Source: an optimization exercise on an open RTL-to-GDS flow (aim: small area, a short achievable clock period and few clock cycles per item). Production flows keep margins and buffers that such runs may drop.
Where RTL was checked, it was by simulation tests only, not by an equivalence proof against the original.
The RTL of runs 4 to 7 was laid out without a check of its function.
No activity file was given, so power comes from the tool's default toggle rates. The clock port is modelled as an ideal driver; clocking choices that lean on that would not hold on a real chip.

--- flow/design.v ---
package neural_pkg;
  typedef logic signed [15:0] sample_t;
  typedef logic signed [31:0] mua_t;
  typedef logic [5:0] ch_t;
  typedef logic signed [7:0] coeff_t;
  localparam int FIR_TAPS = 4;
  localparam logic [FIR_TAPS*8-1:0] FIR_COEFFS = {
    -8'sd2,
    -8'sd1,
    8'sd1,
    8'sd2
  };
  localparam int RES_W = 19;
endpackage
module sync_fifo #(
  parameter int DATA_W = 19,
  parameter int DEPTH  = 16
) (
  input  logic              bus_clk,
  input  logic              rst_n,
  input  logic [DATA_W-1:0] in_data,
  input  logic              in_valid,
  input  logic [3:0]        pend_ch,
  input  logic              in_next,
  output logic              stall_next,
  output logic [DATA_W-1:0] out_data,
  output logic [3:0]        out_channel,
  output logic              out_last,
  output logic              out_valid,
  input  logic              out_ready,
  output logic              overflow
);
  localparam int WIDTH = DATA_W + 4;
  localparam int PW = $clog2(DEPTH);
  localparam int CW = $clog2(DEPTH + 1);
  logic [DATA_W-1:0] pend;
  logic              pend_v;
  logic [WIDTH-1:0]  pend_word;
  logic [WIDTH-1:0] ring [DEPTH];
  logic [CW-1:0] n;
  logic [PW-1:0] twait;
  logic [PW-1:0] hwait;
  logic n_zero;
  logic full;
  logic at_tail;
  logic hold;
  logic ring_wr;
  logic lose;
  logic pend_v_d;
  logic overflow_d;
  logic [WIDTH-1:0] head_d;
  assign pend_word = {pend_ch, pend};
  assign n_zero  = (n == '0);
  assign full    = out_valid ? (n == CW'(DEPTH - 1)) : (n == CW'(DEPTH));
  assign at_tail = n_zero || (twait == '0);
  assign lose    = pend_v && full;
  assign hold    = pend_v && !full && !at_tail;
  assign ring_wr = pend_v && at_tail && (n != CW'(DEPTH));
  assign pend_v_d   = hold ? pend_v : in_valid;
  assign overflow_d = overflow || lose;
  assign head_d = n_zero ? pend_word : ring[DEPTH-1];
  logic          load_c      [2];
  logic          out_valid_c [2];
  logic [CW-1:0] n_c         [2];
  logic [PW-1:0] twait_c     [2];
  logic [PW-1:0] hwait_c     [2];
  logic          stall_c     [2];
  for (genvar r = 0; r < 2; r++) begin : g_ready
    logic head_free;
    logic from_ring;
    logic from_pend;
    logic ring_push;
    logic full_d;
    assign head_free = !out_valid || (r == 1);
    assign from_ring = head_free && !n_zero && (hwait == '0);
    assign from_pend = head_free && n_zero && pend_v;
    assign ring_push = pend_v && !full && !from_pend && at_tail;
    assign load_c[r]      = from_ring || from_pend;
    assign out_valid_c[r] = from_ring || from_pend || (out_valid && (r == 0));
    assign n_c[r]         = ring_push ? (from_ring ? n : n + 1'b1)
                                      : (from_ring ? n - 1'b1 : n);
    assign twait_c[r]     = ring_push ? '0 : twait - 1'b1;
    assign hwait_c[r]     = (ring_push && n_zero) ? PW'(DEPTH - 1) :
                            from_ring             ? '0 : hwait - 1'b1;
    assign full_d     = out_valid_c[r] ? (n_c[r] == CW'(DEPTH - 1))
                                       : (n_c[r] == CW'(DEPTH));
    assign stall_c[r] = (pend_v_d && full_d) || (overflow_d && (in_next || pend_v_d));
  end
  assign stall_next = out_ready ? stall_c[1] : stall_c[0];
  always_ff @(posedge bus_clk) begin
    if (!hold) begin
      pend <= in_data;
    end
  end
  always_ff @(posedge bus_clk) begin
    for (int i = 1; i < DEPTH; i++) begin
      ring[i] <= ring[i-1];
    end
    ring[0] <= ring_wr ? pend_word : ring[DEPTH-1];
  end
  always_ff @(posedge bus_clk) begin
    if (out_ready ? load_c[1] : load_c[0]) begin
      out_data    <= head_d[DATA_W-1:0];
      out_channel <= head_d[WIDTH-1:DATA_W];
      out_last    <= (head_d[WIDTH-1:DATA_W] == 4'hf);
    end
  end
  always_ff @(posedge bus_clk or negedge rst_n) begin
    if (!rst_n) begin
      pend_v    <= 1'b0;
      n         <= '0;
      twait     <= '0;
      hwait     <= '0;
      out_valid <= 1'b0;
      overflow  <= 1'b0;
    end else begin
      pend_v    <= pend_v_d;
      n         <= out_ready ? n_c[1] : n_c[0];
      twait     <= out_ready ? twait_c[1] : twait_c[0];
      hwait     <= out_ready ? hwait_c[1] : hwait_c[0];
      out_valid <= out_ready ? out_valid_c[1] : out_valid_c[0];
      overflow  <= overflow_d;
    end
  end
endmodule
module fir_bandpass #(
  parameter int NUM_CH = 16
) (
  input  logic                          bus_clk,
  input  logic                          rst_n,
  input  logic [15:0]                   in_data,
  input  logic                          in_valid,
  output logic                          in_ready,
  input  logic                          stall_next,
  output logic                          taken,
  output logic [neural_pkg::RES_W-1:0]  out_data,
  output logic [3:0]                    pend_channel,
  output logic                          out_valid
);
  localparam int RES_W = neural_pkg::RES_W;
  logic [3:0]  next_ch;
  logic [3:0]  wait_cnt;
  logic [1:0]  frame;
  logic        v0;
  logic [15:0] r1 [NUM_CH];
  logic [15:0] r2 [NUM_CH];
  logic [15:0] r3 [NUM_CH];
  logic [15:0] x1, x2, x3;
  logic [RES_W-2:0] part;
  assign taken = in_valid && in_ready;
  always_ff @(posedge bus_clk or negedge rst_n) begin
    if (!rst_n) begin
      in_ready <= 1'b1;
    end else begin
      in_ready <= (taken || wait_cnt == 4'd1) && !stall_next;
    end
  end
  always_ff @(posedge bus_clk or negedge rst_n) begin
    if (!rst_n) begin
      next_ch  <= '0;
      wait_cnt <= '0;
      frame    <= '0;
      v0       <= 1'b0;
    end else begin
      v0 <= taken;
      if (taken) begin
        next_ch <= next_ch + 1'b1;
        if (next_ch == 4'(NUM_CH - 1) && frame != 2'd3) begin
          frame <= frame + 1'b1;
        end
      end else begin
        wait_cnt <= wait_cnt - 1'b1;
      end
    end
  end
  always_ff @(posedge bus_clk) begin
    for (int i = 1; i < NUM_CH; i++) begin
      r1[i] <= r1[i-1];
      r2[i] <= r2[i-1];
      r3[i] <= r3[i-1];
    end
    if (taken) begin
      r1[0] <= in_data;
      r2[0] <= r1[NUM_CH-1];
      r3[0] <= r2[NUM_CH-1];
    end else begin
      r1[0] <= r1[NUM_CH-1];
      r2[0] <= r2[NUM_CH-1];
      r3[0] <= r3[NUM_CH-1];
    end
  end
  assign x1 = (frame >= 2'd1) ? r1[NUM_CH-1] : '0;
  assign x2 = (frame >= 2'd2) ? r2[NUM_CH-1] : '0;
  assign x3 = (frame >= 2'd3) ? r3[NUM_CH-1] : '0;
  logic signed [RES_W-2:0] p1, p2, p3;
  assign p1 = {{2{x1[15]}}, x1};
  assign p2 = {{2{x2[15]}}, x2};
  assign p3 = {{2{x3[15]}}, x3};
  always_ff @(posedge bus_clk) begin
    part <= p1 - p2 - (p3 <<< 1);
  end
  logic signed [RES_W-1:0] e0, ep;
  assign e0 = {{3{r1[0][15]}}, r1[0]};
  assign ep = {part[RES_W-2], part};
  assign out_data    = (e0 <<< 1) + ep;
  assign pend_channel = next_ch - (v0 ? 4'd2 : 4'd1);
  assign out_valid   = v0;
endmodule
module neural_filter_top (
  input  logic                bus_clk,
  input  logic                rst_n,
  input  logic [15:0]         sample,
  input  logic                sample_valid,
  output logic                sample_ready,
  output logic [31:0]         mua_data,
  output logic [5:0]          mua_channel,
  output logic                mua_last,
  output logic                mua_valid,
  input  logic                mua_ready,
  output logic                overflow
);
  localparam int NUM_CH    = 16;
  localparam int OUT_DEPTH = 16;
localparam int RES_W     = neural_pkg::RES_W;
  logic              taken;
  logic              out_stall;
  logic [RES_W-1:0]  fir_data;
  logic [3:0]        pend_channel;
  logic              fir_valid;
  logic [RES_W-1:0]  mua_res;
  logic [3:0]        mua_ch;
  fir_bandpass #(
    .NUM_CH (NUM_CH)
  ) fir_band_pass (
    .bus_clk      (bus_clk),
    .rst_n        (rst_n),
    .in_data      (sample),
    .in_valid     (sample_valid),
    .in_ready     (sample_ready),
    .stall_next   (out_stall),
    .taken        (taken),
    .out_data     (fir_data),
    .pend_channel (pend_channel),
    .out_valid    (fir_valid)
  );
  sync_fifo #(
    .DATA_W (RES_W),
    .DEPTH  (OUT_DEPTH)
  ) mua_fifo (
    .bus_clk     (bus_clk),
    .rst_n       (rst_n),
    .in_data     (fir_data),
    .in_valid    (fir_valid),
    .pend_ch     (pend_channel),
    .in_next     (taken),
    .stall_next  (out_stall),
    .out_data    (mua_res),
    .out_channel (mua_ch),
    .out_last    (mua_last),
    .out_valid   (mua_valid),
    .out_ready   (mua_ready),
    .overflow    (overflow)
  );
  assign mua_data    = {{(32-RES_W){mua_res[RES_W-1]}}, mua_res};
  assign mua_channel = {2'b00, mua_ch};
endmodule
--- flow/flow/run.sh ---
#!/bin/bash
# Layout with the standard ORFS flow (standard.sh: standard synthesis,
# floorplan, power grid, placement, CTS, routing), changing only how it
# optimises:
#  - ports are buffered with buf_4 rather than the default buffer cell
#  - CTS clusters up to 30 sinks within 80 um and adds no dummy loads
#  - repair_timing works towards a setup slack of SETUP_SLACK_MARGIN
# The clock period and constraints are the standard flow's, unchanged.
set -euo pipefail
export BUFFER_PORTS_ARGS="-buffer_cell sky130_fd_sc_hd__buf_4"
export CTS_ARGS="-sink_clustering_enable -repair_clock_nets -sink_clustering_size 30 -sink_clustering_max_diameter 80 -dont_use_dummy_load"
export SETUP_SLACK_MARGIN=10
bash standard.sh finish > standard_flow.log 2>&1
--- flow/standard.sh ---
#!/bin/bash
# synth_recipe.tcl (not shown) runs the flow's synth.tcl, then flattens the netlist and writes it again
# the make line also repeats each setting of config.mk as NAME=value (left out here)
make -C /OpenROAD-flow-scripts/flow DESIGN_CONFIG=/design/flow/config.mk WORK_HOME=/design/flow/orfs CLKGATE_MAP_FILE= SYNTH_SCRIPT=/design/flow/synth_recipe.tcl "${@:-finish}"
--- flow/config.mk ---
export PLATFORM = sky130hd
export DESIGN_NAME = neural_filter_top
export DESIGN_NICKNAME = neural_filter_top
export VERILOG_FILES = /design/flow/design.v
export SDC_FILE = /design/flow/constraint.sdc
export NUM_CORES = 4
export LEC_CHECK = 0
export ABC_AREA = 1
export CAP_MARGIN = 20
export CORE_MARGIN = 2
export CORE_UTILIZATION = 45
export PLACE_DENSITY = 0.6
export SLEW_MARGIN = 20
--- flow/constraint.sdc ---
create_clock -name core_clock -period 14.0 [get_ports {bus_clk}]
set_input_delay 2.8000 -clock core_clock [delete_from_list [all_inputs] [get_ports {bus_clk}]]
set_output_delay 2.8000 -clock core_clock [all_outputs]
set_load 0.01 [all_outputs]
==> notes.md, run 1 <==
worst-case clock buffer depth 3; final clock period utilization by the worst path 29.54%; clk root buf clkbuf_16; layout filler cell count 5561; Remaining DRCs 0; post-synthesis instance total 2137; Clock Sinks 1225; Max Clk Rate 241.8 MHz; status timing/DRC/antenna clean; Routed Antenna Nets 0; Fin Setup TNS 0 ps; Core ar. 65860 sq um; endpoint type of the worst setup path output port; DR WL/cell 13.24 microns; CTS H-tree lvls 2; vias in the first global route 13015; Port Buf Inserts approximately 60; Period minus WS final ~4100 ps; fin. max-slew vios 0; minimum hold slack 281.1 ps; Iteration-0 DRC Markers 830; register area share after synthesis 83.55%; Crit Path Category reg -> out; Synth cell types 44; CP Max Fanout 14; CP max-delay cell edfxtp_1; Fin. Hold Viols 0; Peak VDD IR about 0.094 mV; Pre-antenna DRT Iters 5; Setup-failing EPs final 0; required time of the critical path 11200 ps; hold buffers post-CTS 0; Worst Clk Skew 70.51 ps; initial antenna violation count 2; vias post-DR 13170; gpl congestion around 0.83; reg-to-reg slack, setup 10290 ps; CTS tree yes; reg2reg path depth 17; Cell Area, Synth 30040 sq um; reg-to-reg endpoint fir_band_pass.part[14]; post-layout util 49.54%; first-pass GRT wire length 67.18 mm; row count 94; total CTS buffers 48; Ports 62; overall power 8.192 mW; worst hold path stage count 0; area share of the largest cell type after synthesis 76.92%; #FFs+latches synth approximately 1200; RSZ-0062 raised after global routing true; total die area 68830 sq um; layout cells sized above 1 6.491%; Clock Latency Late Sink approximately 620 ps; Slew HR 35.97%; largest net degree at the start of global routing 67; area delta synth->final 8.640%; grt total ovfl 0; max capacitance violation total 0; Starting Density 45.60%; DIE HEIGHT 262.4 microns; Worst-path clk slew 100 ps; YS warnings 12; dpl hpwl around 26 mm; Hold WC Path Type reg -> reg; leak pwr 13.84 nW; Critical Path AT 1340 ps; min-delay src fir_band_pass.r3[1][14]; largest cells by area after synthesis dfxtp_1, edfxtp_1, nand2_1; Total GRT Usage approximately an eighth; commonest cells after routing, fill and taps aside dfxtp_1, nand2_1, inv_1, o21ai_0, nor2_1; dpl ws around 9000 ps; R2R Path Start fir_band_pass.frame[1]; end of the worst hold path fir_band_pass.r3[2][14]; Post-layout nets 2291; Setup crit start kind register; WL final 40.66 mm; Syn Area/Cell 14.05 sq um; most common cell after layout, fill and taps aside dfxtp_1; sequence of cells on the critical path buf_12 -> buf_4; slew of the pin with the lowest slew margin 958.4 ps; Die Span X 262.4 microns; PD cells 251.0 nW/um^2; via-per-instance ratio 4.289; area leader, netlist dfxtp_1; PnR worst setup slack slightly below 10000 ps; Max stage delay on crit path 420 ps
[cell type report]
type                       count  area (sq um)  area share [%]
antenna                        4         10.01         0.03068
clock buffer                  48          1201           3.681
inverter                     148         566.8           1.737
multi-input combinational    715          4103           12.57
sequential                  1225         25100           76.91
tap                          864          1081           3.313
timing repair buffer          67         571.8           1.752
[repair_timing]
action | in CTS | in global routing
buffers inserted | 2 | 1
gates resized for setup | 12 | 8
endpoints found under the setup margin | 28 | 34
pin swaps | 0 | 0
[layer usage]
metal | vias up | part of all wire (%) | track usage (%)
met5 | - | 0.032 | 0
met4 | 2 | 2.6 | 3.931
met3 | 76 | 3.5 | 1.940
met2 | 225 | 43 | 18.73
met1 | 6138 | 51 | 17.02
li1 | 6729 | - | -
[critical path: cells and delay by family (launching register included)]
family,cells,cell delay [ps]
buffers and inverters,2,300
DFF,1,420
[synth_stat cells]
| cell | count |
|---|---|
| nor2_2 | 1 |
| o21bai_1 | 2 |
| dfrtp_1 | 27 |
| buf_8 | 1 |
| nand4_1 | 11 |
| xor2_1 | 33 |
| buf_4 | 17 |
| nand2_2 | 1 |
| buf_2 | 5 |
| a21oi_1 | 36 |
| inv_2 | 6 |
| ha_1 | 48 |
| o311ai_0 | 2 |
| nor2_4 | 1 |
| o21ai_0 | 106 |
| a21o_1 | 3 |
| edfxtp_1 | 43 |
| clkbuf_1 | 23 |
| o31ai_1 | 3 |
| nand2_1 | 306 |
| o22ai_1 | 1 |
| o211ai_1 | 2 |
| nand3_2 | 6 |
| nand3_1 | 44 |
| buf_6 | 4 |
| nor3_1 | 4 |
| xnor2_1 | 13 |
| a31oi_1 | 1 |
| nand2_4 | 3 |
| nor2_8 | 1 |
| conb_1 | 1 |
| a21boi_0 | 3 |
| clkinv_1 | 1 |
| inv_1 | 141 |
| nor2_1 | 52 |
| nand3b_1 | 2 |
| dfstp_2 | 1 |
| fa_1 | 18 |
| nor4_1 | 2 |
| o21ai_1 | 4 |
| and2_1 | 1 |
| dfxtp_1 | 1154 |
| o21ai_2 | 2 |
| nand3_4 | 1 |
[registers in the layout (all words and copies together), names as in the netlist, 5 cells and up]
name and count:
fir_band_pass.r1 256, mua_fifo.pend 19, fir_band_pass.part 18, fir_band_pass.r2 256, fir_band_pass.r3 256, mua_fifo.n 5
mua_fifo.ring 368, mua_fifo.out_data 19
[where the power goes]
part | leakage (nW) | internal (mW) | switching, mW | total [mW]
Sequential | 10.2 | 4.78 | 0.365 | 5.14
Clock | 0.592 | 0.618 | 0.934 | 1.55
Combinational | 3.05 | 0.566 | 0.932 | 1.50
Total | 13.8 | 5.96 | 2.23 | 8.19
[stage by stage]
stage               cells  area [sq um]
floorplan            2138         30050
global placement     3016         31320
detailed placement   3016         31320
CTS                  3066         32580
global route         3067         32620
finish               3071         32630
[kinds of logic after synthesis]
logic type / synth area share (%)
AOI/OAI and AO/OA: 2.916
xor gates and xnor gates: 1.341
adders and majority gates: 3.199
buffers and inverters: 2.845
DFF: 83.55
other: 0.01249
and+or+nand+nor: 6.132
[how the worst max path moves through the flow]
stage,startpoint,end
2_1_floorplan,mua_ready,mua_fifo.out_channel[0]
3_3_place_gp,sample_valid,fir_band_pass.frame[1]
3_5_place_dp,sample_valid,fir_band_pass.frame[1]
4_1_cts,mua_fifo.out_data[18],mua_data[31]
5_1_grt,mua_fifo.out_data[18],mua_data[20]
6_report,mua_fifo.out_data[18],mua_data[29]
Testbench counts, summed over its fixed seeds: cycles 6,168, items 6,144.
==> inputs of run 2 (changes only) <==
--- a/flow/config.mk
+++ b/flow/config.mk
@@ -5,9 +5,8 @@
 export SDC_FILE = /design/flow/constraint.sdc
 export NUM_CORES = 4
 export LEC_CHECK = 0
-export ABC_AREA = 1
 export CAP_MARGIN = 20
 export CORE_MARGIN = 2
-export CORE_UTILIZATION = 45
-export PLACE_DENSITY = 0.6
+export CORE_UTILIZATION = 60
+export PLACE_DENSITY = 0.7
 export SLEW_MARGIN = 20
==> run 2 against run 1 <==
  * Clock skew decreased by 18 ps
  * Sequential power fell by 13%
  * Critical path type unchanged
  * Design area decreased by 1.2%
  * Combinational power is 42% lower
  * Area after synthesis decreased by 0.72%
==> notes.md, run 2 <==
total die area approximately 51000 sq um; Setup-failing EPs final 0; DIE HEIGHT 226.9 microns; largest cells by area after synthesis dfxtp_1, edfxtp_1, nand2_1; CP Max Fanout 14; Total GRT Usage 15.61%; PnR worst setup slack 9867 ps; Worst-path clk slew ~100 ps; RSZ-0062 raised after global routing true; Critical Path AT 1330 ps; PD cells around 210 nW/um^2; dpl ws between 9000 and 10000 ps; layout cells sized above 1 under 10%; post-synthesis instance total roughly 2000; asr flop ratio synth 2.286%; vias in the first global route 12383; initial antenna violation count 4; Post-layout nets 2167; Cell Area, Synth 29820 sq um; largest net degree at the start of global routing 58; CTS H-tree lvls 2; most flop-heavy register mua_fifo.ring; Fin. Hold Viols 0; Routed Antenna Nets 0; Peak VDD IR 0.1103 mV; status timing/DRC/antenna clean; Synth cell types 64; Primary FF master, synth dfxtp_1; Die Span X 226.9 microns; fin. max-slew vios 0; commonest cells after routing, fill and taps aside dfxtp_1, nand2_1, inv_1, buf_4, clkbuf_16; Fin Setup TNS 0 ps; vias post-DR roughly 13000; Crit Path Category reg -> out; Pre-antenna DRT Iters 7; area leader, netlist dfxtp_1; dpl hpwl 25.21 mm; Slew HR 27.64%; Iteration-0 DRC Markers roughly 700; post-route cell area 32250 sq um; minimum hold slack 291.3 ps; fin cells 2746; #FFs+latches synth 1225; endpoint type of the worst setup path output port; DP Area 30900 sq um; Syn Area/Cell 14.86 sq um; final clock period utilization by the worst path 29.52%; Post-synth top cells dfxtp_1, nand2_1, inv_1; grt total ovfl 0; DR WL/cell 14.44 microns; row count a little over 80; via-per-instance ratio about 4.6; first-pass GRT wire length between 60 and 70 mm; slew of the pin with the lowest slew margin 1077 ps; leak pwr 13.39 nW; most common cell in the netlist dfxtp_1; Starting Density 60.92%; register area share after synthesis 84.16%; Period minus WS final 4133 ps; Hold WC Path Type reg -> reg; Core ar. 48950 sq um; Remaining DRCs 0; CTS tree yes; Ports 62; area share of the largest cell type after synthesis 77.47%; Setup crit start kind register; dpl cells ~2700; Max Clk Rate 241.9 MHz; max capacitance violation total 0; most common cell after layout, fill and taps aside dfxtp_1; WL final slightly below 40 mm; gpl congestion 0.8695; area delta synth->final 8.157%; worst-case clock buffer depth 3; max reg flops 368; Worst Clk Skew 52.59 ps; EDFF count, synth 43; Clock Sinks 1225; total CTS buffers 48; Port Buf Inserts 59; required time of the critical path roughly 11000 ps; YS warnings 12; clk root buf clkbuf_16; Clock Latency Late Sink 620 ps
==> run 2: cell count changes after synthesis, moves of 22 or more <==
| cell | previous run | this run |
|---|---|---|
| nor2b_1 | 0 | 22 |
| o21ai_0 | 106 | 39 |
| inv_1 | 141 | 60 |
| xnor2_1 | 13 | 36 |
| nand3_1 | 44 | 10 |
| nand2_1 | 306 | 265 |
| xor2_1 | 33 | 7 |
==> run 2: per-layer routing <==
| metal | vias to the layer above | GRT usage, % | share of wire [%] |
|---|---|---|---|
| met1 | 6009 | 21.84 | 49 |
| li1 | 6470 | - | - |
| met5 | - | 0 | 0 |
| met3 | 68 | 2.891 | 4.4 |
| met2 | 215 | 24.72 | 44 |
| met4 | 0 | 5.397 | 2.5 |
==> run 2: critical path, stage by stage (launching register included) <==
cell and delay, ps:
edfxtp_1 420, buf_12 160, buf_4 140
==> run 2: per-stage QoR <==
| step | util (%) | power, mW |
|---|---|---|
| 2_1_floorplan | - | 5.058 |
| 3_3_place_gp | 63.12 | 5.326 |
| 4_1_cts | 65.71 | 6.926 |
| 5_1_grt | 65.87 | 7.203 |
| 3_5_place_dp | 63.12 | 5.381 |
| 6_report | 65.89 | 6.869 |
==> run 2: final timing paths <==
| path | startpoint | to | slack, ps | depth (start not counted) |
|---|---|---|---|---|
| worst max-delay path | mua_fifo.out_data[18] | mua_data[29] | 9870 | 2 |
| worst min register to register | fir_band_pass.r2[5][11] | fir_band_pass.r2[6][11] | 290 | 0 |
| max in group asynchronous | rst_n | fir_band_pass.in_ready | 11550 | 1 |
| worst max register to register | fir_band_pass.frame[0] | fir_band_pass.part[15] | 10210 | 16 |
| worst min-delay path | fir_band_pass.r2[5][11] | fir_band_pass.r2[6][11] | 290 | 0 |
| min in group asynchronous | rst_n | fir_band_pass.wait_cnt[0] | 2100 | 1 |
==> run 2: report_power, final <==
part	leakage, nW	internal, mW	total (mW)	switching [mW]
sequential	10.1	4.22	4.46	0.242
combinational	2.67	0.380	0.871	0.491
clock	0.592	0.618	1.54	0.920
==> run 2: repair_timing <==
item | 4_1_cts | 5_1_grt
endpoints found under the setup margin | 30 | 33
hold buffers | 0 | 0
buffers inserted | 2 | 5
gates resized for setup | 12 | 11
==> run 2: logic make-up (layout without fill, tap and decap cells) <==
family                     after synthesis  count (layout)  synth area share [%]
DFF                                   1225            1225                 84.16
and+or+nand+nor                        414             414                 6.197
AOI/OAI and AO/OA                      125             125                 2.585
buffers and inverters                  107             178                 1.586
adders and majority gates               66              66                 3.222
xor gates and xnor gates                43              43                 1.263
muxes                                   26              26                0.9776
other                                    1               5               0.01258
==> run 2: layout make-up <==
type                    instances  area [sq um]
inverters                      60         234.0
fillers                      3460         16700
diodes                          3         7.507
well taps                     664         830.8
multi-input cells             676          4292
repair buffers                 70         590.6
clock buffers                  48          1201
flip-flops and latches       1225         25100
==> inputs of run 3 (changes only) <==
--- a/flow/design.v
+++ b/flow/design.v
@@ -58,7 +58,7 @@
   assign ring_wr = pend_v && at_tail && (n != CW'(DEPTH));
   assign pend_v_d   = hold ? pend_v : in_valid;
   assign overflow_d = overflow || lose;
-  assign head_d = n_zero ? pend_word : ring[DEPTH-1];
+  assign head_d = ring_wr ? pend_word : ring[DEPTH-1];
   logic          load_c      [2];
   logic          out_valid_c [2];
   logic [CW-1:0] n_c         [2];
@@ -96,7 +96,7 @@
     for (int i = 1; i < DEPTH; i++) begin
       ring[i] <= ring[i-1];
     end
-    ring[0] <= ring_wr ? pend_word : ring[DEPTH-1];
+    ring[0] <= head_d;
   end
   always_ff @(posedge bus_clk) begin
     if (out_ready ? load_c[1] : load_c[0]) begin
--- a/flow/flow/run.sh
+++ b/flow/flow/run.sh
@@ -7,7 +7,7 @@
 #  - repair_timing works towards a setup slack of SETUP_SLACK_MARGIN
 # The clock period and constraints are the standard flow's, unchanged.
 set -euo pipefail
-export BUFFER_PORTS_ARGS="-buffer_cell sky130_fd_sc_hd__buf_4"
+export BUFFER_PORTS_ARGS="-buffer_cell sky130_fd_sc_hd__buf_2"
 export CTS_ARGS="-sink_clustering_enable -repair_clock_nets -sink_clustering_size 30 -sink_clustering_max_diameter 80 -dont_use_dummy_load"
 export SETUP_SLACK_MARGIN=10
 bash standard.sh finish > standard_flow.log 2>&1
--- a/flow/config.mk
+++ b/flow/config.mk
@@ -7,6 +7,8 @@
 export LEC_CHECK = 0
 export CAP_MARGIN = 20
 export CORE_MARGIN = 2
-export CORE_UTILIZATION = 60
-export PLACE_DENSITY = 0.7
+export CORE_UTILIZATION = 45
+export CTS_CLUSTER_DIAMETER = 80
+export CTS_CLUSTER_SIZE = 30
+export PLACE_DENSITY = 0.6
 export SLEW_MARGIN = 20
==> run 3 against run 2 <==
  * Count of clock-buffer cells in the layout up 1
  * Combinational power down 16%
  * Worst hold slack about the same
  * Critical path depth unchanged
  * Clock skew down 1.7 ps
  * Critical path type unchanged
==> notes.md, run 3 <==
largest net degree at the start of global routing 53; Synth Area in Simple Gates 5.690%; endpoint type of the worst setup path output port; CP max-delay cell edfxtp_1; most flop-heavy register mua_fifo.ring; CP Max Fanout 7; Setup crit start kind register; initial antenna violation count 3; total CTS buffers 49; dpl ws 8867 ps; register area share after synthesis 84.79%; final clock period utilization by the worst path 29.34%; Fin. Hold Viols 0; largest family of logic cells by synthesized area simple AND/OR/NAND/NOR gates; Die Span X between 200 and 300 microns; status timing/DRC/antenna clean; Max Clk Rate 243.5 MHz; Peak VDD IR 0.1151 mV; commonest cells after routing, fill and taps aside dfxtp_1, nand2_1, inv_1, buf_2, clkbuf_16; Combinational Power Share between 10% and 20%; max capacitance violation total 0; layout cells sized above 1 8.234%; vias post-DR 12197; post-synthesis mux area share 1.006%; Setup-failing EPs final 0; Clk pwr share 24.0%; Setup crit start mua_fifo.out_data[18]; xor/xnor share of the synthesized area 1.332%; Adder-Cell Fraction of Synth Area between 3 and 4%; CP top delay family flip-flops; WP buf/inv 2; vias in the first global route roughly 12000; Sw Ratio 23.73%; R2R Path Start fir_band_pass.frame[0]; Cell Area, Synth 29600 sq um; post-route cell area 32130 sq um; Max stage delay on crit path 400 ps; worst-case clock buffer depth 3; Switch Pwr 1.545 mW; RSZ-0062 raised after global routing true; Syn Area/Cell 15.38 sq um; clk root buf clkbuf_16; Pre-antenna DRT Iters 4; #FFs+latches synth 1225; PD cells 202.6 nW/um^2; Ports 62; via-per-instance ratio 4.251; total die area 67840 sq um; area leader, netlist dfxtp_1; most common cell after layout, fill and taps aside dfxtp_1; Primary FF master, synth dfxtp_1; Total GRT Usage between 10% and 20%; largest cells by area after synthesis dfxtp_1, edfxtp_1, nand2_1; Post-synth top cells dfxtp_1, nand2_1, inv_1; Post-layout nets 2092; fin. max-slew vios 0; post-synthesis instance total 1924; first-pass GRT wire length roughly 63 mm; dpl hpwl 24.92 mm; Remaining DRCs 0; YS warnings 12; EDFF count, synth 43; Routed Antenna Nets 0; CTS H-tree lvls 2; DIE HEIGHT 260.5 microns; Synth cell types 67; WL final 38.74 mm; required time of the critical path around 11000 ps; Hold WC Path Type reg -> reg; Clock Latency Late Sink 620 ps; Worst Clk Skew 50.94 ps; Iteration-0 DRC Markers 664; Period minus WS final 4107 ps; reg-to-reg slack, setup 10260 ps; Clock Sinks 1225; DR WL/cell 13.50 microns; slew of the pin with the lowest slew margin about 960 ps; reg-to-reg endpoint fir_band_pass.part[17]; Starting Density 45.26%; reg2reg path depth 16; area of the multi-input gates around 4000 sq um; PnR worst setup slack 9893 ps; Port Buf Inserts ~60; fin cells 2869; area delta synth->final 8.556%; Core ar. 65390 sq um; CTS tree yes; dpl cells 2812; Critical Path AT ~1300 ps; Slew HR between 30 and 40%; grt total ovfl 0; most common cell in the netlist dfxtp_1; row count 94; gpl congestion 0.7967; area share of the largest cell type after synthesis 78.05%; worst hold path stage count 0; asr flop ratio synth under 10%; Crit Path Category reg -> out; max reg flops 368; Compound-Gate Fraction of Synth Area 2.393%; leak pwr 13.23 nW; CP Depth 2; layout filler cell count 5559; sequential share of power 64.7%; sequence of cells on the critical path buf_4 -> buf_2; overall power 6.510 mW; Fin Setup TNS 0 ps; internal power slightly below 5 mW; DP Area 30790 sq um; min-delay src fir_band_pass.r3[1][13]; FF/Latch Area 25100 sq um; end of the worst hold path fir_band_pass.r3[2][13]; Worst-path clk slew ~100 ps
run 3: cell types whose count changed after synthesis, sizes merged, moves of 3 or more:
cell,previous run,this run
a211oi,4,9
clkbuf,27,19
nand2,265,187
nand2b,5,22
nand3b,3,0
nor4,1,4
o211ai,8,3
o21a,7,3
o21ai,39,29
xor2,7,10
run 3: cell type report:
cell class                 instances  share of cell area (%)
inverter                          60                  0.7087
timing repair buffer              70                   1.258
sequential                      1225                   78.11
tap                              864                   3.364
multi-input combinational        600                   12.74
clock buffer                      49                   3.816
antenna                            1                0.007788
run 3: power groups by stage:
stage                     clock, mW  sequential (mW)  combinational (mW)
final                          1.56             4.21               0.735
after global routing           1.75             4.27               0.823
after CTS                      1.63             4.23               0.731
after detailed placement          0             4.31               0.712
after global placement            0             4.29               0.688
after floorplan                   0             4.23               0.537
run 3: what timing repair did:
| item | CTS | global route |
|---|---|---|
| buffers inserted | 4 | 3 |
| resized for setup | 10 | 6 |
| hold buffers | 0 | 0 |
| setup endpoints to repair | 31 | 37 |
| pin swaps | 0 | 2 |
run 3: worst max path at each step:
stage | end | slack (ps)
5_1_grt | mua_data[29] | 9800
2_1_floorplan | fir_band_pass.next_ch[1] | 10160
4_1_cts | mua_data[21] | 9860
3_3_place_gp | fir_band_pass.in_ready | 8840
6_report | mua_data[30] | 9890
3_5_place_dp | fir_band_pass.in_ready | 8870
run 3: logic make-up after synthesis:
logic type / after synthesis
DFF: 1225
and+or+nand+nor: 350
AOI/OAI and AO/OA: 110
buffers and inverters: 100
adders and majority gates: 66
xor gates and xnor gates: 45
muxes: 27
other: 1
run 3: metrics by stage:
step	hold WS [ps]	util, %
5_1_grt	298.8	49.13
2_1_floorplan	309.6	-
3_3_place_gp	309.6	47.09
6_report	291.4	49.14
3_5_place_dp	312.1	47.09
4_1_cts	293.8	49.06
run 3: layer usage:
metal / wire, microns / global-route usage, % / up-vias
met3: 1412 / 2.574 / 72
li1: - / - / 6213
met2: 16900 / 18.37 / 139
met5: 13 / 0 / -
met1: 19470 / 16.26 / 5771
met4: 950 / 3.254 / 2
Testbench counts of run 3, summed over its fixed seeds: cycles 6,168, items 6,144.
==> inputs of run 4 (changes only) <==
--- a/flow/design.v
+++ b/flow/design.v
@@ -24,6 +24,7 @@
   input  logic              in_next,
   output logic              stall_next,
   output logic [DATA_W-1:0] out_data,
+  output logic [1:0]        out_sign,
   output logic [3:0]        out_channel,
   output logic              out_last,
   output logic              out_valid,
@@ -107,6 +108,20 @@
   end
   always_ff @(posedge bus_clk or negedge rst_n) begin
     if (!rst_n) begin
+      out_sign[0] <= 1'b0;
+    end else if (out_ready ? load_c[1] : load_c[0]) begin
+      out_sign[0] <= head_d[DATA_W-1];
+    end
+  end
+  always_ff @(posedge bus_clk or negedge rst_n) begin
+    if (!rst_n) begin
+      out_sign[1] <= 1'b1;
+    end else if (out_ready ? load_c[1] : load_c[0]) begin
+      out_sign[1] <= head_d[DATA_W-1];
+    end
+  end
+  always_ff @(posedge bus_clk or negedge rst_n) begin
+    if (!rst_n) begin
       pend_v    <= 1'b0;
       n         <= '0;
       twait     <= '0;
@@ -229,6 +244,7 @@
   logic              fir_valid;
   logic [RES_W-1:0]  mua_res;
   logic [3:0]        mua_ch;
+  logic [1:0]        mua_sign;
   fir_bandpass #(
     .NUM_CH (NUM_CH)
   ) fir_band_pass (
@@ -255,12 +271,13 @@
     .in_next     (taken),
     .stall_next  (out_stall),
     .out_data    (mua_res),
+    .out_sign    (mua_sign),
     .out_channel (mua_ch),
     .out_last    (mua_last),
     .out_valid   (mua_valid),
     .out_ready   (mua_ready),
     .overflow    (overflow)
   );
-  assign mua_data    = {{(32-RES_W){mua_res[RES_W-1]}}, mua_res};
+  assign mua_data    = {{7{mua_sign[1]}}, {6{mua_sign[0]}}, mua_res};
   assign mua_channel = {2'b00, mua_ch};
 endmodule
==> run 4 against run 3 <==
  * Still clean
  * Area after synthesis shrank 0.13%
  * Final cell count shrank 3.8%
  * Global-route usage shrank 0.21 points
  * Clock skew shrank 8.3 ps
  * Count of clock-buffer cells in the layout is the same
  * Fmax shrank 0.43%
  * Flip-flop and latch count grew 2
  * Synthesized cell count shrank 5.4%
  * Critical path depth shrank 1
  * Routed wire length shrank 1.0%
==> notes.md, run 4 <==
status timing/DRC/antenna clean; Slew HR 40.21%; total die area 67760 sq um; Routed Antenna Nets 0; Cell Area, Synth 29560 sq um; endpoint type of the worst setup path output port; most flop-heavy register mua_fifo.ring; Hold WC Path Type reg -> reg; Syn Area/Cell roughly 16 sq um; Iteration-0 DRC Markers 575; Port Buf Inserts 59; first-pass GRT wire length 61.22 mm; DR WL/cell 13.89 microns; YS warnings 12; Peak VDD IR 0.08646 mV; Setup crit start kind register; max reg flops ~370; largest cells by area after synthesis dfxtp_1, edfxtp_1, mux2_2; Setup-failing EPs final 0; most common cell in the netlist dfxtp_1; post-layout util about 50%; fin. max-slew vios 0; grt total ovfl 0; clk root buf clkbuf_16; #FFs+latches synth 1227; Fin. Hold Viols 0; leak pwr around 13 nW; Ports 62; CP top delay family flip-flops; Clock Sinks 1227; slew of the pin with the lowest slew margin between 800 and 900 ps; required time of the critical path 11200 ps; Core ar. between 60000 and 70000 sq um; hold buffers post-CTS 0; vias post-DR approximately 12000; largest net degree at the start of global routing 34; asr flop ratio synth 2.445%; area share of the largest cell type after synthesis slightly below 80%; area delta synth->final 8.698%; Primary FF master, synth dfxtp_1; Max Clk Rate roughly 240 MHz; Worst-path clk slew 100 ps; max capacitance violation total 0; Clock Latency Late Sink between 600 and 700 ps; sequence of cells on the critical path buf_2; WP buf/inv 1; Fin Setup TNS 0 ps; final clock period utilization by the worst path 29.46%; WL final 38.35 mm; Post-layout nets between 1500 and 2000; Worst Clk Skew 42.64 ps; initial antenna violation count 4; commonest cells after routing, fill and taps aside dfxtp_1, mux2_2, inv_1, buf_2, clkbuf_16; Synth cell types 70; Starting Density 45.69%; Period minus WS final between 4000 and 5000 ps; worst-case clock buffer depth 3; area leader, netlist dfxtp_1; Die Span X 260.3 microns; layout cells sized above 1 between 10% and 20%; EDFF count, synth 43; register area share after synthesis 85.07%; CP max-delay cell dfstp_2; dpl hpwl 24.62 mm; post-synthesis instance total 1821; Total GRT Usage 11.45%; row count between 90 and 100; RSZ-0062 raised after global routing true; Post-synth top cells dfxtp_1, mux2_2, inv_1; PD cells around 210 nW/um^2; CTS H-tree lvls 2; via-per-instance ratio between 4 and 5; CP Max Fanout 8; Crit Path Category reg -> out; Critical Path AT 1320 ps; Remaining DRCs 0; DIE HEIGHT 260.3 microns; Pre-antenna DRT Iters 4; CTS tree yes; vias in the first global route 11814; Max stage delay on crit path a little under 600 ps; most common cell after layout, fill and taps aside dfxtp_1; gpl congestion 0.7918; total CTS buffers 49
[run 4: changes by cell type after synthesis, sizes merged, moves of 4 or more]
cell,delta
nand2,-149
mux2,+49
o21a,+13
clkbuf,-9
a21oi,-7
nor3,-7
o21ai,+7
o31ai,-5
o211ai,+4
[run 4: cell families after synthesis]
family	count (synthesis)	share of synthesized area, %
flip-flops	1227	85.07
AND/OR/NAND/NOR	197	3.572
AO/OA/AOI/OAI	125	2.709
buffers and inverters	91	1.359
multiplexers	74	2.819
adder cells (fa/ha/maj)	66	3.251
XOR/XNOR	40	1.211
other	1	0.01269
[run 4: where the power goes]
group	internal, mW	switching [mW]
clock	0.630	0.936
sequential	4.14	0.210
combinational	0.354	0.466
total	5.13	1.61
[run 4: stage by stage]
step / instance area, sq um / std cells / worst slack, ps / hold slack [ps] / power, mW
after floorplan: 29570 / 1822 / 10080 / 309.6 / 4.944
after global placement: 30790 / 2708 / 9162 / 309.5 / 5.178
after detailed placement: 30790 / 2708 / 9167 / 312.1 / 5.231
after CTS: 32040 / 2758 / 9829 / 288.2 / 6.794
after global routing: 32130 / 2759 / 9806 / 288.6 / 7.084
final: 32130 / 2760 / 9875 / 284.9 / 6.740
[run 4: worst paths after layout]
kind / startpoint / end / slack, ps / cells after the start
min: fir_band_pass.r2[5][1] / fir_band_pass.r2[6][1] / 280 / 0
max reg2reg: fir_band_pass.frame[0] / fir_band_pass.part[17] / 10290 / 17
min in group asynchronous: rst_n / mua_fifo.out_sign[0] / 2240 / 1
min reg2reg: fir_band_pass.r2[5][1] / fir_band_pass.r2[6][1] / 280 / 0
max in group asynchronous: rst_n / mua_fifo.out_valid / 11260 / 1
max: mua_fifo.out_sign[1] / mua_data[25] / 9880 / 1
[run 4: repair_timing]
action	in CTS	in global routing
gates cloned	0	0
setup buffers	1	1
gates resized for setup	5	20
setup endpoints to repair	35	44
pin swaps	0	1
[run 4: final cells by class]
class                           instances  area [sq um]
Timing Repair Buffer                   65         407.9
Multi-Input combinational cell        504          4050
Fill cell                            5463         32570
Clock buffer                           49          1226
Tap cell                              855          1070
Inverter                               59         226.5
Sequential cell                      1227         25150
Antenna cell                            1         2.502
[run 4: layer usage]
layer | vias to the layer above | GRT usage, % | part of all wire, %
li1 | 5989 | - | -
met1 | 5639 | 16.59 | 52
met5 | - | 0 | 0
met2 | 150 | 17.02 | 42
met3 | 66 | 2.389 | 3.6
met4 | 0 | 4.063 | 2.7
==> inputs of run 5 (changes only) <==
--- a/flow/flow/run.sh
+++ b/flow/flow/run.sh
@@ -8,6 +8,6 @@
 # The clock period and constraints are the standard flow's, unchanged.
 set -euo pipefail
 export BUFFER_PORTS_ARGS="-buffer_cell sky130_fd_sc_hd__buf_2"
-export CTS_ARGS="-sink_clustering_enable -repair_clock_nets -sink_clustering_size 30 -sink_clustering_max_diameter 80 -dont_use_dummy_load"
+export CTS_ARGS="-sink_clustering_enable -repair_clock_nets -sink_clustering_size 16 -sink_clustering_max_diameter 60 -root_buf sky130_fd_sc_hd__clkbuf_16 -buf_list sky130_fd_sc_hd__clkbuf_8 -dont_use_dummy_load"
 export SETUP_SLACK_MARGIN=10
 bash standard.sh finish > standard_flow.log 2>&1
==> run 5 against run 4 <==
  * Global-route usage rose by 0.33 points
  * Fmax grew 0.61%
  * Register-to-register slack about the same
  * Design area increased by 0.23%
  * Power up 0.18%
  * Critical path depth did not move
  * Non-clock buffer count fell by 1
  * Final cell count is 1.4% higher
  * Clock skew up 21 ps
  * Largest cell class unchanged
==> notes.md, run 5 <==
most common cell after layout, fill and taps aside dfxtp_1; Post-layout nets 2030; register area share after synthesis 85.07%; row count a little over 90; CP max-delay cell dfstp_2; vias post-DR 12059; Routed Antenna Nets 0; dpl ws 9167 ps; Post-synth top cells dfxtp_1, mux2_2, inv_1; Starting Density 45.69%; vias in the first global route around 12000; overall power 6.752 mW; total die area 67760 sq um; final clock period utilization by the worst path 29.28%; largest net degree at the start of global routing 34; Peak VDD IR 0.07677 mV; asr flop ratio synth 2.445%; sequential share of power approximately 65%; Synth cell types 70; total CTS buffers 88; Fin Setup TNS 0 ps; Total GRT Usage a little under an eighth; Slew HR approximately 40%; layout filler cell count around 5500; internal power ~5 mW; Pre-antenna DRT Iters 7; Worst-path clk slew about 90 ps; Sw Ratio 24.16%; area share of the largest cell type after synthesis 78.15%; sequence of cells on the critical path buf_2; Setup-failing EPs final 0; DIE HEIGHT 260.3 microns; fin. max-slew vios 0; Die Span X 260.3 microns; Fin. Hold Viols 0; Ports 62; Primary FF master, synth dfxtp_1; dpl hpwl 24.62 mm; PnR worst setup slack about 9900 ps; WP buf/inv 1; Crit Path Category reg -> out; slew of the pin with the lowest slew margin between 900 and 1000 ps; first-pass GRT wire length approximately 62 mm; Cell Area, Synth 29560 sq um; Core ar. 64700 sq um; via-per-instance ratio between 4 and 5; hold buffers post-CTS 0; endpoint type of the worst setup path output port; Max Clk Rate 243.9 MHz; area leader, netlist dfxtp_1; CP Max Fanout 8; most flop-heavy register mua_fifo.ring; YS warnings 12; area delta synth->final 8.952%; minimum hold slack between 200 and 300 ps; PD cells 209.7 nW/um^2; Hold WC Path Type reg -> reg; #FFs+latches synth between 1000 and 1500; Clk pwr share around a quarter; DR WL/cell 13.90 microns; Worst Clk Skew roughly 64 ps; post-synthesis instance total 1821; max reg flops 368; max capacitance violation total 0; Clock Latency Late Sink 610 ps; Clock Sinks 1227; gpl congestion around 0.79; required time of the critical path 11200 ps; grt total ovfl 0; Port Buf Inserts 59; CP top delay family flip-flops; most common cell in the netlist dfxtp_1; Iteration-0 DRC Markers 537; Setup crit start kind register; WL final around 39 mm; worst-case clock buffer depth 3; RSZ-0062 raised after global routing true; commonest cells after routing, fill and taps aside dfxtp_1, clkbuf_8, mux2_2, inv_1, buf_2; clk root buf clkbuf_16; CTS tree yes; status timing/DRC/antenna clean; largest cells by area after synthesis dfxtp_1, edfxtp_1, mux2_2; Combinational Power Share 12.1%; Switch Pwr 1.631 mW; Period minus WS final 4100 ps; Syn Area/Cell 16.23 sq um; Remaining DRCs 0; EDFF count, synth 43; leak pwr about 13 nW; initial antenna violation count 4; post-layout util 49.78%; Max stage delay on crit path 580 ps; layout cells sized above 1 12.56%; CTS H-tree lvls 3; Critical Path AT 1300 ps
## run 5: cell counts after synthesis
Identical to the previous run, type by type.
## run 5: power groups by stage
stage	Combinational [mW]	Sequential, mW	Clock (mW)
finish	0.818	4.35	1.58
floorplan	0.591	4.35	0
CTS	0.802	4.36	1.66
detailed placement	0.791	4.44	0
global route	0.912	4.42	1.78
global placement	0.760	4.42	0
## run 5: final cells by class
type                            instances  area [sq um]  area share (%)
Timing Repair Buffer                   64         396.6           1.231
Clock buffer                           88          1313           4.075
Antenna cell                            1         2.502        0.007770
Multi-Input combinational cell        504          4050           12.58
Sequential cell                      1227         25150           78.09
Inverter                               59         226.5          0.7032
Tap cell                              855          1070           3.322
## run 5: path summary, 6_finish.rpt
check | from | to | slack (ps) | depth (start not counted)
min | fir_band_pass.r1[7][13] | fir_band_pass.r1[8][13] | 270 | 0
min in group asynchronous | rst_n | mua_fifo.n[0] | 2270 | 1
min reg2reg | fir_band_pass.r1[7][13] | fir_band_pass.r1[8][13] | 270 | 0
max in group asynchronous | rst_n | mua_fifo.out_valid | 11220 | 1
max | mua_fifo.out_sign[1] | mua_data[25] | 9900 | 1
max reg2reg | fir_band_pass.frame[0] | fir_band_pass.part[15] | 10280 | 14
## run 5: metrics by stage
step,cell area (sq um),std cells
final,32210,2798
after global routing,32200,2797
after CTS,32130,2797
after detailed placement,30790,2708
after global placement,30790,2708
after floorplan,29570,1822
## run 5: logic make-up after synthesis
logic type | count (synthesis) | share of synthesized area (%)
other | 1 | 0.01269
muxes | 74 | 2.819
DFF | 1227 | 85.07
buffers and inverters | 91 | 1.359
AOI/OAI and AO/OA | 125 | 2.709
adders and majority gates | 66 | 3.251
xor gates and xnor gates | 40 | 1.211
and+or+nand+nor | 197 | 3.572
## run 5: what timing repair did
| item | in CTS | in global routing |
|---|---|---|
| buffers inserted | 1 | 0 |
| pin swaps | 0 | 1 |
| setup endpoints to repair | 30 | 36 |
| gates resized for setup | 5 | 17 |
## run 5: routing by layer
metal	global-route usage [%]	vias to the layer above	part of all wire, %
met5	0	-	0
met2	17.25	186	42
li1	-	6061	-
met3	2.584	82	4.0
met4	5.778	0	3.3
met1	16.57	5730	51
==> inputs of run 6 (changes only) <==
--- a/flow/design.v
+++ b/flow/design.v
@@ -24,7 +24,6 @@
   input  logic              in_next,
   output logic              stall_next,
   output logic [DATA_W-1:0] out_data,
-  output logic [1:0]        out_sign,
   output logic [3:0]        out_channel,
   output logic              out_last,
   output logic              out_valid,
@@ -99,25 +98,15 @@
     end
     ring[0] <= head_d;
   end
-  always_ff @(posedge bus_clk) begin
-    if (out_ready ? load_c[1] : load_c[0]) begin
+  always_ff @(posedge bus_clk or negedge rst_n) begin
+    if (!rst_n) begin
+      out_data    <= '0;
+      out_channel <= '0;
+      out_last    <= 1'b0;
+    end else if (out_ready ? load_c[1] : load_c[0]) begin
       out_data    <= head_d[DATA_W-1:0];
       out_channel <= head_d[WIDTH-1:DATA_W];
       out_last    <= (head_d[WIDTH-1:DATA_W] == 4'hf);
-    end
-  end
-  always_ff @(posedge bus_clk or negedge rst_n) begin
-    if (!rst_n) begin
-      out_sign[0] <= 1'b0;
-    end else if (out_ready ? load_c[1] : load_c[0]) begin
-      out_sign[0] <= head_d[DATA_W-1];
-    end
-  end
-  always_ff @(posedge bus_clk or negedge rst_n) begin
-    if (!rst_n) begin
-      out_sign[1] <= 1'b1;
-    end else if (out_ready ? load_c[1] : load_c[0]) begin
-      out_sign[1] <= head_d[DATA_W-1];
     end
   end
   always_ff @(posedge bus_clk or negedge rst_n) begin
@@ -163,13 +152,15 @@
   logic [15:0] x1, x2, x3;
   logic [RES_W-2:0] part;
   assign taken = in_valid && in_ready;
-  always_ff @(posedge bus_clk or negedge rst_n) begin
-    if (!rst_n) begin
-      in_ready <= 1'b1;
-    end else begin
-      in_ready <= (taken || wait_cnt == 4'd1) && !stall_next;
-    end
-  end
+  logic busy;
+  always_ff @(posedge bus_clk or negedge rst_n) begin
+    if (!rst_n) begin
+      busy <= 1'b0;
+    end else begin
+      busy <= !((taken || wait_cnt == 4'd1) && !stall_next);
+    end
+  end
+  assign in_ready = !busy;
   always_ff @(posedge bus_clk or negedge rst_n) begin
     if (!rst_n) begin
       next_ch  <= '0;
@@ -244,7 +235,6 @@
   logic              fir_valid;
   logic [RES_W-1:0]  mua_res;
   logic [3:0]        mua_ch;
-  logic [1:0]        mua_sign;
   fir_bandpass #(
     .NUM_CH (NUM_CH)
   ) fir_band_pass (
@@ -271,13 +261,12 @@
     .in_next     (taken),
     .stall_next  (out_stall),
     .out_data    (mua_res),
-    .out_sign    (mua_sign),
     .out_channel (mua_ch),
     .out_last    (mua_last),
     .out_valid   (mua_valid),
     .out_ready   (mua_ready),
     .overflow    (overflow)
   );
-  assign mua_data    = {{7{mua_sign[1]}}, {6{mua_sign[0]}}, mua_res};
+  assign mua_data    = {{(32-RES_W){mua_res[RES_W-1]}}, mua_res};
   assign mua_channel = {2'b00, mua_ch};
 endmodule
--- a/flow/flow/run.sh
+++ b/flow/flow/run.sh
@@ -8,6 +8,6 @@
 # The clock period and constraints are the standard flow's, unchanged.
 set -euo pipefail
 export BUFFER_PORTS_ARGS="-buffer_cell sky130_fd_sc_hd__buf_2"
-export CTS_ARGS="-sink_clustering_enable -repair_clock_nets -sink_clustering_size 16 -sink_clustering_max_diameter 60 -root_buf sky130_fd_sc_hd__clkbuf_16 -buf_list sky130_fd_sc_hd__clkbuf_8 -dont_use_dummy_load"
+export CTS_ARGS="-sink_clustering_enable -repair_clock_nets -sink_clustering_size 30 -sink_clustering_max_diameter 80 -dont_use_dummy_load"
 export SETUP_SLACK_MARGIN=10
 bash standard.sh finish > standard_flow.log 2>&1
==> run 6 against run 5 <==
  * Non-clock buffer count up 11
  * Area after synthesis up 0.87%
  * Worst setup slack better by 25 ps
  * Critical path depth unchanged
  * Critical path type unchanged
  * Largest cell class unchanged
  * Highest routed layer unchanged
  * Combinational power down 3.8%
==> notes.md, run 6 <==
Clock Latency Late Sink 620 ps; grt total ovfl 0; layout filler cell count 5483; Fin Setup TNS 0 ps; vias in the first global route 11962; PnR worst setup slack 9925 ps; Worst Clk Skew 49.52 ps; Die Span X 261.4 microns; min-delay src fir_band_pass.r1[5][7]; required time of the critical path 11200 ps; area leader, netlist dfxtp_1; layout cells sized above 1 12.26%; #FFs+latches synth 1225; slew of the pin with the lowest slew margin 1060 ps; gpl congestion 0.8052; DR WL/cell 13.90 microns; Peak VDD IR a little over 0.1 mV; total CTS buffers 49; hold buffers post-CTS 0; worst hold path stage count 0; Starting Density 45.44%; Routed Antenna Nets 0; Iteration-0 DRC Markers about 670; Cell Area, Synth 29820 sq um; area of the multi-input gates 4379 sq um; Crit Path Category reg -> out; Post-synth top cells dfxtp_1, mux2_2, inv_1; FF/Latch Area around 25000 sq um; Total GRT Usage 11.52%; initial antenna violation count 0; final clock period utilization by the worst path between 20 and 30%; Core ar. 65630 sq um; CTS tree yes; Worst-path clk slew 100 ps; sequence of cells on the critical path buf_2; Synth cell types 73; Slew HR 29.16%; area share of the largest cell type after synthesis 77.48%; Period minus WS final 4075 ps; largest net degree at the start of global routing 62; PD cells 203.8 nW/um^2; CTS H-tree lvls 2; R2R Path Start fir_band_pass.frame[0]; fin. max-slew vios 0; Clock Sinks between 1000 and 1500; Post-layout nets 2030; Port Buf Inserts just under 60; WL final 39.03 mm; Pre-antenna DRT Iters 5; most flop-heavy register mua_fifo.ring; Syn Area/Cell 16.05 sq um; most common cell after layout, fill and taps aside dfxtp_1; YS warnings 12; reg2reg path depth 16; status timing/DRC/antenna clean; reg-to-reg slack, setup 10240 ps; first-pass GRT wire length 62.15 mm; CP top delay family flip-flops; reg-to-reg endpoint fir_band_pass.part[16]; leak pwr 13.27 nW; clk root buf clkbuf_16; row count 94; vias post-DR about 12000; dpl hpwl 24.58 mm; CP Depth 1; total die area around 70000 sq um; Hold WC Path Type reg -> reg; worst-case clock buffer depth 3; Setup-failing EPs final 0; EDFF count, synth 19; Critical Path AT 1270 ps; dpl ws 9419 ps; CP max-delay cell dfrtp_2; commonest cells after routing, fill and taps aside dfxtp_1, mux2_2, inv_1, dfrtp_1, clkbuf_16; overall power 6.601 mW; DIE HEIGHT around 260 microns; Primary FF master, synth dfxtp_1; Fin. Hold Viols 0; area delta synth->final 8.640%; Ports 62; post-layout util 49.36%; via-per-instance ratio 4.335; end of the worst hold path fir_band_pass.r1[6][7]; most common cell in the netlist dfxtp_1; RSZ-0062 raised after global routing true; post-synthesis instance total 1858; WP buf/inv 1; register area share after synthesis 83.75%; max capacitance violation total 0; max reg flops 368; Remaining DRCs 0; CP Max Fanout 15; Setup crit start kind register; Max Clk Rate roughly 250 MHz; Max stage delay on crit path 500 ps; endpoint type of the worst setup path output port; largest cells by area after synthesis dfxtp_1, dfrtp_1, mux2_2; asr flop ratio synth 4.245%
[run 6: changes by cell type in the layout (fill, tap and decap cells not counted), moves of 4 or more]
cell | before | now
a21oi_1 | 28 | 36
buf_4 | 4 | 14
edfxtp_1 | 43 | 19
mux2_2 | 70 | 90
buf_6 | 9 | 15
o31ai_1 | 0 | 4
or3_1 | 6 | 1
clkbuf_8 | 79 | 0
nor3_1 | 9 | 20
buf_2 | 50 | 46
dfrtp_1 | 26 | 50
o21a_1 | 16 | 7
clkbuf_16 | 9 | 49
xnor2_1 | 31 | 36
[run 6: area by class of cell]
type                    count  share of cell area, %
flip-flops and latches   1225                  77.10
repair buffers             75                  1.557
inverters                  60                 0.6952
clock buffers              49                  3.785
diodes                      1               0.007725
well taps                 864                  3.337
multi-input cells         533                  13.52
[run 6: logic make-up after synthesis]
logic type,synth area share [%]
DFF,83.75
and+or+nand+nor,3.588
AOI/OAI and AO/OA,2.866
buffers and inverters,1.624
muxes,3.642
adders and majority gates,3.223
xor gates and xnor gates,1.292
other,0.01258
[run 6: worst max path at each step]
stage	start	to	slack, ps
detailed placement	sample_valid	fir_band_pass.frame[1]	9420
global placement	sample_valid	fir_band_pass.frame[1]	9390
floorplan	mua_ready	mua_fifo.out_channel[0]	10010
finish	mua_fifo.out_data[18]	mua_data[22]	9930
global route	mua_fifo.out_data[18]	mua_data[23]	9840
CTS	mua_fifo.out_data[18]	mua_data[23]	9870
[run 6: metal layers]
metal	wire, microns	vias up	track usage [%]
met5	0	-	0
met4	925	0	3.567
met3	1523	64	2.545
met2	16340	150	17.34
met1	20240	5845	16.64
li1	-	6110	-
[run 6: power by group]
group | total (mW) | leakage (nW) | switching (mW) | internal (mW)
Clock | 1.56 | 0.604 | 0.935 | 0.630
Combinational | 0.787 | 2.45 | 0.436 | 0.350
Sequential | 4.25 | 10.2 | 0.199 | 4.05
[run 6: repair_timing]
item                       4_1_cts  5_1_grt
setup endpoints to repair       34       42
resized for setup               13       13
buffers inserted                 5        6
[run 6: stage by stage]
stage / hold WS [ps] / cells / area (sq um)
2_1_floorplan: 309.6 / 1859 / 29830
3_3_place_gp: 309.7 / 2746 / 30990
3_5_place_dp: 312.1 / 2746 / 30990
4_1_cts: 286.1 / 2800 / 32290
5_1_grt: 288.0 / 2806 / 32390
6_report: 281.8 / 2807 / 32390
==> inputs of run 7 (changes only) <==
--- a/flow/design.v
+++ b/flow/design.v
@@ -24,6 +24,7 @@
   input  logic              in_next,
   output logic              stall_next,
   output logic [DATA_W-1:0] out_data,
+  output logic              out_sign,
   output logic [3:0]        out_channel,
   output logic              out_last,
   output logic              out_valid,
@@ -111,6 +112,13 @@
   end
   always_ff @(posedge bus_clk or negedge rst_n) begin
     if (!rst_n) begin
+      out_sign <= 1'b0;
+    end else if ((out_ready ? load_c[1] : load_c[0]) || !out_valid) begin
+      out_sign <= head_d[DATA_W-1];
+    end
+  end
+  always_ff @(posedge bus_clk or negedge rst_n) begin
+    if (!rst_n) begin
       pend_v    <= 1'b0;
       n         <= '0;
       twait     <= '0;
@@ -235,6 +243,7 @@
   logic              fir_valid;
   logic [RES_W-1:0]  mua_res;
   logic [3:0]        mua_ch;
+  logic              mua_sign;
   fir_bandpass #(
     .NUM_CH (NUM_CH)
   ) fir_band_pass (
@@ -261,12 +270,13 @@
     .in_next     (taken),
     .stall_next  (out_stall),
     .out_data    (mua_res),
+    .out_sign    (mua_sign),
     .out_channel (mua_ch),
     .out_last    (mua_last),
     .out_valid   (mua_valid),
     .out_ready   (mua_ready),
     .overflow    (overflow)
   );
-  assign mua_data    = {{(32-RES_W){mua_res[RES_W-1]}}, mua_res};
+  assign mua_data    = {{7{mua_sign}}, {(25-RES_W){mua_res[RES_W-1]}}, mua_res};
   assign mua_channel = {2'b00, mua_ch};
 endmodule
==> run 7 against run 6 <==
  * Die area is 0.15% higher
  * Synthesized cell count is 6.0% higher
  * Area after synthesis is 0.15% higher
  * Critical path depth stayed put
  * Flip-flop and latch count is 1 higher
  * Sequential share of layout area is 0.27 points lower
  * Register-to-register slack worse by 110 ps
  * Global-route usage is 0.42 points higher
  * Utilization is 0.14 points higher
  * Final cell count is 4.0% higher
==> notes.md, run 7 <==
status timing/DRC/antenna clean; sequence of cells on the critical path buf_2; PD cells 220.7 nW/um^2; Primary FF master, synth dfxtp_1; WL final ~40 mm; area leader, netlist dfxtp_1; Starting Density between 40 and 50%; Max Clk Rate 246.5 MHz; Remaining DRCs 0; Syn Area/Cell 15.17 sq um; endpoint type of the worst setup path output port; layout cells sized above 1 9.440%; Clock Sinks roughly 1200; gpl congestion 0.7856; Iteration-0 DRC Markers 650; Fin Setup TNS 0 ps; area of the multi-input gates 4417 sq um; most common cell in the netlist dfxtp_1; asr flop ratio synth 4.323%; total die area 68440 sq um; CTS H-tree lvls 2; Clock Latency Late Sink 620 ps; final clock period utilization by the worst path 28.98%; fin. max-slew vios 0; reg-to-reg slack, setup between 10000 and 15000 ps; required time of the critical path 11200 ps; largest net degree at the start of global routing 59; clk root buf clkbuf_16; Cell Area, Synth 29860 sq um; DIE HEIGHT 261.6 microns; worst-case clock buffer depth 3; RSZ-0062 raised after global routing true; EDFF count, synth 19; CP max-delay cell dfrtp_2; max capacitance violation total 0; minimum hold slack 281.5 ps; hold buffers post-CTS 0; post-synthesis instance total 1969; Routed Antenna Nets 0; reg2reg path depth 14; vias post-DR 12673; commonest cells after routing, fill and taps aside dfxtp_1, nand2_1, inv_1, clkbuf_16, dfrtp_1; Worst-path clk slew 100 ps; area delta synth->final 8.975%; Post-synth top cells dfxtp_1, nand2_1, inv_1; layout filler cell count 5487; Crit Path Category reg -> out; Core ar. 65750 sq um; most common cell after layout, fill and taps aside dfxtp_1; worst hold path stage count 0; reg-to-reg endpoint fir_band_pass.part[17]; Setup-failing EPs final 0; Period minus WS final roughly 4000 ps; Max stage delay on crit path 480 ps; max reg flops 368; end of the worst hold path fir_band_pass.r1[6][5]; Worst Clk Skew 63.77 ps; Total GRT Usage a little under an eighth; FF/Latch Area 25000 sq um; register area share after synthesis a little over four fifths; leak pwr between 10 and 15 nW; CTS tree yes; largest cells by area after synthesis dfxtp_1, dfrtp_1, nand2_1; WP buf/inv 1; Peak VDD IR 0.1169 mV; #FFs+latches synth 1226; Fin. Hold Viols 0; Setup crit start kind register; Port Buf Inserts 59; Ports between 60 and 70; dpl hpwl 25.86 mm; first-pass GRT wire length roughly 64 mm; R2R Path Start fir_band_pass.frame[1]; row count 94; most flop-heavy register mua_fifo.ring; min-delay src fir_band_pass.r1[5][5]; area share of the largest cell type after synthesis 77.36%; Critical Path AT 1260 ps; CP Max Fanout 8; Hold WC Path Type reg -> reg; CP top delay family flip-flops; Pre-antenna DRT Iters 5; vias in the first global route 12400; DR WL/cell between 10 and 15 microns; grt total ovfl 0; Slew HR 28.33%; initial antenna violation count 3; Synth cell types 70; via-per-instance ratio 4.340; total CTS buffers 50; Die Span X 261.6 microns; slew of the pin with the lowest slew margin around 1100 ps; YS warnings 12; Post-layout nets about 2100
==> run 7: cell count changes after synthesis, sizes merged, moves of 4 or more <==
cell,delta
nand2,+153
nor3,-6
nand2b,-5
mux2,-47
nor2,+7
buf,+4
a31oi,+4
a21oi,-7
==> run 7: logic make-up after synthesis <==
logic type	Yosys count	synth area share (%)
simple gates	348	5.485
buf+inv	108	1.668
xor+xnor	42	1.257
other cells	1	0.01256
compound gates	129	2.782
flops	1226	83.71
fa+ha+maj	66	3.218
mux	49	1.864
==> run 7: layout make-up <==
cell class	instances	area share, %
flip-flops and latches	1226	76.83
multi-input cells	636	13.57
inverters	62	0.7305
repair buffers	81	1.688
well taps	864	3.322
clock buffers	50	3.845
diodes	1	0.007690
==> run 7: worst register-to-register path: cells and delay by family (launching register included) <==
kind                     cells  cell delay, ps
adder cells (fa/ha/maj)      3            1130
AO/OA/AOI/OAI                3             950
AND/OR/NAND/NOR              6             940
flip-flops                   1             470
buffers and inverters        2             230
==> run 7: metrics by stage <==
stage / utilization [%] / cell area, sq um / instances / setup WS [ps] / total power, mW
global placement: 47.17 / 31010 / 2851 / 9211 / 5.574
detailed placement: 47.21 / 31040 / 2852 / 9168 / 5.642
finish: 49.50 / 32540 / 2920 / 9943 / 7.181
global route: 49.49 / 32540 / 2919 / 9868 / 7.562
floorplan: - / 29870 / 1970 / 10000 / 5.278
CTS: 49.34 / 32440 / 2913 / 9892 / 7.245
==> run 7: metal layers <==
layer	global-route usage, %	wire length [microns]	up-vias
li1	-	-	6381
met1	17.25	20650	6011
met2	18.11	17100	191
met3	1.994	1416	90
met4	4.467	1193	0
met5	0	0	-
==> run 7: power breakdown <==
group / switching, mW / total, mW / internal [mW] / leakage (nW)
logic: 0.606 / 1.06 / 0.457 / 2.72
registers: 0.260 / 4.54 / 4.28 / 10.3
clock network: 0.937 / 1.58 / 0.642 / 0.616
total: 1.80 / 7.18 / 5.38 / 13.6
==> run 7: timing repair <==
action	4_1_cts	5_1_grt
pin swaps	1	2
setup endpoints to repair	40	39
buffers inserted	11	6
gates resized for setup	18	13
==> run 7: worst max-delay path by stage <==
stage | to | cells after the start | from
after detailed placement | fir_band_pass.frame[1] | 7 | sample_valid
after global routing | mua_data[25] | 1 | mua_fifo.out_sign
after floorplan | mua_fifo.out_channel[0] | 6 | mua_ready
after CTS | mua_data[28] | 1 | mua_fifo.out_sign
after global placement | fir_band_pass.frame[1] | 8 | sample_valid
final | mua_data[31] | 1 | mua_fifo.out_sign

re-timing with driven ports:
The results above use ideal ports. As a check the final layouts listed here were re-extracted and re-timed, cells and wires unchanged.
Step 1: set_driving_cell puts a clkbuf_16 on bus_clk and a buf_2 on each other input, an assumption about the parent block.
Step 2 times the ports against the registers' clock, not the clock port: input delays grow and output delays shrink by t, the midpoint of the rising clock arrivals with the driver on.
Slacks: ideal ports / drivers / drivers and shift; pairs: ideal ports / drivers.
| run | t (ns) | setup WS [ns] | slew at the worst register clock pin (ns) | worst slew at a driven data input, ns |
|---|---|---|---|---|
| run 1 | 0.641 | 9.865 / 9.808 / 9.512 | 0.11 / 0.11 | 0.09 |
| run 2 | 0.643 | 9.867 / 9.809 / 9.601 | 0.11 / 0.11 | 0.04 |
| run 3 | 0.647 | 9.893 / 9.837 / 9.397 | 0.11 / 0.11 | 0.09 |
| run 4 | 0.651 | 9.875 / 9.815 / 9.572 | 0.11 / 0.11 | 0.03 |
| run 5 | 0.638 | 9.900 / 9.838 / 9.605 | 0.10 / 0.10 | 0.03 |
| run 6 | 0.649 | 9.925 / 9.867 / 9.524 | 0.11 / 0.11 | 0.03 |
| run 7 | 0.647 | 9.943 / 9.883 / 9.674 | 0.11 / 0.11 | 0.03 |
After both steps every run listed still meets setup and hold. The setup slack of run 3, which loses most, moves by -0.056 ns with the drivers and by -0.496 ns with both steps.
